This is an optimization exercise on Yosys and OpenROAD, whose aim is small area and a short achievable clock period, not a production implementation.
Power is estimated from default activity; no workload was simulated.

Setup of main:
// sid_synth_top
module sid_synth_top #(
    parameter  int NUM_VOICES = 4,
    parameter  int SAMPLE_DIV = 256,
    localparam int MIX_W      = synth_pkg::REG_W + 2
) (
    input  wire logic             clk,
    input  wire logic             rst_n,
    input  wire logic             spi_clk,
    input  wire logic             spi_cs_n,
    input  wire logic             spi_mosi,
    output logic      [MIX_W-1:0] sample,
    output logic                  sample_valid
);
    logic [NUM_VOICES-1:0][15:0] freq;
    logic [NUM_VOICES-1:0][7:0]  pw, attack, attack_n, sustain, sustain_n, level;
    logic [NUM_VOICES-1:0][3:0]  wave, wave_n;
    logic                        is254, step_en, at_tick, pass2, freq_busy;
    spi_voice_regs #(
        .NUM_VOICES (NUM_VOICES)
    ) u_regs (
        .clk      (clk),
        .rst_n    (rst_n),
        .spi_clk  (spi_clk),
        .spi_cs_n (spi_cs_n),
        .spi_mosi (spi_mosi),
        .freq_busy(freq_busy),
        .freq     (freq),
        .pw       (pw),
        .attack   (attack),
        .attack_n (attack_n),
        .sustain  (sustain),
        .sustain_n(sustain_n),
        .wave     (wave),
        .wave_n   (wave_n)
    );
    for (genvar v = 0; v < NUM_VOICES; v++) begin : g_voice
        sid_voice u_voice (
            .clk     (clk),
            .rst_n   (rst_n),
            .is254   (is254),
            .step_en (step_en),
            .at_tick (at_tick),
            .pass2   (pass2),
            .freq    (freq[v]),
            .pw      (pw[v]),
            .attack  (attack[v]),
            .attack_n(attack_n[v]),
            .sustain (sustain[v]),
            .sustain_n(sustain_n[v]),
            .wave    (wave[v]),
            .wave_n  (wave_n[v]),
            .gate_n  (wave_n[v][0]),
            .m       (level[v])
        );
    end
    voice_mixer #(
  ...
Size: about 3,400 cells after synthesis, about 440 flip-flops, roughly 0.029 mm2 of cells after synthesis.
==> module sid_voice, before the edit <==
module sid_voice (
    input  wire logic        clk,
    input  wire logic        rst_n,
    input  wire logic        is254,
    input  wire logic        step_en,
    input  wire logic        at_tick,
    input  wire logic        pass2,
    input  wire logic [15:0] freq,
    input  wire logic [7:0]  pw,
    input  wire logic [7:0]  attack,
    input  wire logic [7:0]  attack_n,
    input  wire logic [7:0]  sustain,
    input  wire logic [7:0]  sustain_n,
    input  wire logic [3:0]  wave,
    input  wire logic [3:0]  wave_n,
    input  wire logic        gate_n,
    output logic      [7:0]  m
);
    localparam logic [2:0] S_IDLE = 3'd0, S_ATK = 3'd1, S_DEC = 3'd2,
                           S_SUS = 3'd3, S_REL = 3'd4;
    logic [15:0] acc;    
    logic [7:0]  p;      
    logic        ca;     
    logic        cb;     
    logic        c16;    
    logic [16:0] acc_sum;
    logic [8:0]  sa, sb, sc;
    logic [8:0]  p_inc;
    logic [7:0]  p_step;
    assign acc_sum   = {1'b0, acc} + {1'b0, freq};
    assign c16       = acc_sum[16] & step_en;
    assign sa        = synth_pkg::add8({2'b0, acc[5:0]},   {2'b0, freq[5:0]   & {6{step_en}}}, 1'b0);
    assign sb        = synth_pkg::add8({3'b0, acc[10:6]},  {3'b0, freq[10:6]  & {5{at_tick}}}, ca);
    assign sc        = synth_pkg::add8({3'b0, acc[15:11]}, {3'b0, freq[15:11] & {5{pass2}}},   cb);
    assign p_inc     = synth_pkg::inc8(p, 1'b1);
    assign p_step    = c16 ? p_inc[7:0] : p;
    always_ff @(posedge clk or negedge rst_n) begin
        if (!rst_n) begin
            acc <= '0;
            p   <= '0;
            ca  <= 1'b0;
            cb  <= 1'b0;
        end else begin
            ca          <= sa[6] & step_en;
            cb          <= sb[5] & at_tick;
            acc[5:0]    <= sa[5:0];
            acc[10:6]   <= sb[4:0];
            acc[15:11]  <= sc[4:0];
            p           <= p_step;
        end
    end
    logic [7:0] env;
    logic [2:0] st;
    logic [2:0] gst;
    logic [7:0] nenv, opb, sus_lvl, cval;
    logic [3:0] nib;
    logic [8:0] esum;
    logic       is_atk, is_dec, is_rel, done, done_n;
    always_comb begin
        gst = st;
        if (gate_n && (st == S_IDLE || st == S_REL)) gst = S_ATK;
        else if (!gate_n && (st == S_ATK || st == S_DEC || st == S_SUS)) gst = S_REL;
    end
    logic [8:0] atk_t;
    logic [9:0] dx, dy, dz, ds, dc, dsum;
    assign atk_t = {1'b0, env} + 9'(attack_n[3:0]) + 9'd2;
    assign dx    = {2'b0, env};
    assign dy    = {2'b0, ~sustain_n[3:0], ~sustain_n[3:0]};
    assign dz    = {2'b0, 4'hF, ~attack_n[7:4]};
    assign ds    = dx ^ dy ^ dz;
    assign dc    = ((dx & dy) | (dx & dz) | (dy & dz)) << 1;
    assign dsum  = ds + dc;
    always_comb begin
        case (gst)
            S_ATK:   done_n = atk_t[8];
            S_DEC:   done_n = ~dsum[9];
            default: done_n = {1'b0, env} <= 9'(sustain_n[7:4]) + 9'd1;
        endcase
    end
    always_ff @(posedge clk) begin
        is_atk <= (gst == S_ATK);
        is_dec <= (gst == S_DEC);
        is_rel <= (gst == S_REL);
        done   <= done_n;
    end
    assign sus_lvl = {sustain[3:0], sustain[3:0]};
    assign nib  = is_dec ? attack[7:4] : sustain[7:4];
    assign opb  = is_atk ? {4'b0000, attack[3:0]} : {4'b1111, ~nib};
    assign esum = {1'b0, env} + {1'b0, opb} + 9'(is_atk);
    assign cval = is_atk ? 8'hFF : (is_dec ? sus_lvl : 8'h00);
    assign nenv = (is_atk | is_dec | is_rel) ? (done ? cval : esum[7:0]) : env;
    always_ff @(posedge clk or negedge rst_n) begin
        if (!rst_n) begin
            env <= '0;
            st  <= S_IDLE;
        end else if (step_en) begin
            env <= nenv;
            if (is_atk)      st <= done ? S_DEC  : S_ATK;
            else if (is_dec) st <= done ? S_SUS  : S_DEC;
            else if (is_rel) st <= done ? S_IDLE : S_REL;
        end
    end
    logic [3:0] xlo_n, xhi, w_lo;
    logic       g_n;
    assign xlo_n = (wave_n[2] ? p_step[3:0] : 4'hF) &
                   (wave_n[1] ? ({p_step[2:0], 1'b0} ^ {4{p_step[7]}}) : 4'hF);
    assign xhi   = (wave[2] ? p[7:4] : 4'hF) & (wave[1] ? (p[6:3] ^ {4{p[7]}}) : 4'hF);
    assign g_n   = (wave[1] | wave[2] | wave[3]) & (~wave[3] | (p < pw));
    logic        use_m;
    logic [11:0] o0, o1, o2, o3, o4, s1, c1, s2, c2, s3, c3, part;
    assign o0 = 12'(m & {8{use_m}});
    assign o1 = 12'(env & {8{w_lo[0]}});
    assign o2 = 12'(env & {8{w_lo[1]}}) << 1;
    assign o3 = 12'(env & {8{w_lo[2]}}) << 2;
    assign o4 = 12'(env & {8{w_lo[3]}}) << 3;
    assign s1 = o0 ^ o1 ^ o2;
    assign c1 = ((o0 & o1) | (o0 & o2) | (o1 & o2)) << 1;
    assign s2 = s1 ^ c1 ^ o3;
    assign c2 = ((s1 & c1) | (s1 & o3) | (c1 & o3)) << 1;
    assign s3 = s2 ^ c2 ^ o4;
    assign c3 = ((s2 & c2) | (s2 & o4) | (c2 & o4)) << 1;
    assign part = s3 + c3;
    always_ff @(posedge clk) begin
        w_lo  <= step_en ? xlo_n : (xhi & {4{g_n}});
        use_m <= at_tick & g_n;
        m     <= part[11:4];
    end
endmodule
clock: 7.0 ns
lec_check: 0
abc_area: 1
cap_margin: 20
core_margin: 2
core_utilization: 40
cts_cluster_diameter: 90
cts_cluster_size: 25
setup_slack_margin: 3.6
slew_margin: 20
run.sh (not shown) runs the stock make flow with config.mk's settings and CLKGATE_MAP_FILE= SYNTH_SCRIPT=/design/flow/synth_recipe.tcl, a recipe that flattens the netlist after the stock synthesis.
main | status: complete | timing, DRC, antenna: pass
What the feature branch does differently from main at the input level:
--- a/flow/design.v
+++ b/flow/design.v
@@ -222,9 +222,17 @@
         endcase
     end
+    always_ff @(posedge clk or negedge rst_n) begin
+        if (!rst_n) begin
+            is_atk <= 1'b0;
+            is_dec <= 1'b0;
+            is_rel <= 1'b0;
+        end else begin
+            is_atk <= is254 & (gst == S_ATK);
+            is_dec <= is254 & (gst == S_DEC);
+            is_rel <= is254 & (gst == S_REL);
+        end
+    end
     always_ff @(posedge clk) begin
-        is_atk <= (gst == S_ATK);
-        is_dec <= (gst == S_DEC);
-        is_rel <= (gst == S_REL);
-        done   <= done_n;
+        done <= done_n;
     end
     assign sus_lvl = {sustain[3:0], sustain[3:0]};
@@ -238,5 +246,5 @@
             env <= '0;
             st  <= S_IDLE;
-        end else if (step_en) begin
+        end else begin
             env <= nenv;
             if (is_atk)      st <= done ? S_DEC  : S_ATK;
Notes after the runs:
Between main and the feature branch, the difference in number of non-clock inverters is negligible. The higher non-clock buffer count came out of main. Relative to main, the feature branch degrades worst slack at placement. Summary of the comparison: count of unique library cells instantiated by Yosys is lower in the feature branch, relative to main. Re synthesized cell count: main and the feature branch aren't equal, and the lower value belongs to main. Leakage power shrinks slightly when moving from main to the feature branch. Changes observed in the feature branch relative to main: starting density of the core neither gained nor lost much, initial antenna violation count lost 2. Delta(final instance area, the feature branch - main) < 0. Against main, total power of the final layout in the feature branch came out better.
No run of this note included a check of the RTL's function; only the layout flow was run.

## what the ideal ports hide
The results above use ideal ports. As a check the final layouts listed here were re-extracted and re-timed, cells and wires unchanged.
Step 1, drivers: a clkbuf_16 drives clk and a buf_2 each remaining input, both assumed.
Step 2 moves the port delays by t, midway between the first and last clock arrival at a register: inputs arrive t later, outputs are due t later. That takes back most of the time a late clock gives input paths.
Slacks: ideal / step 1 / step 2; pairs: ideal / step 1.
run | shift t [ns] | setup slack, ns | hold WS [ns] | worst setup path after step 2
main | 0.661 | 3.617 / 3.617 / 3.617 | 0.364 / 0.364 / 0.364 | register to register
the feature branch | 0.647 | 3.665 / 3.665 / 3.665 | 0.438 / 0.438 / 0.438 | register to register
After both steps setup and hold are still met in every run listed.
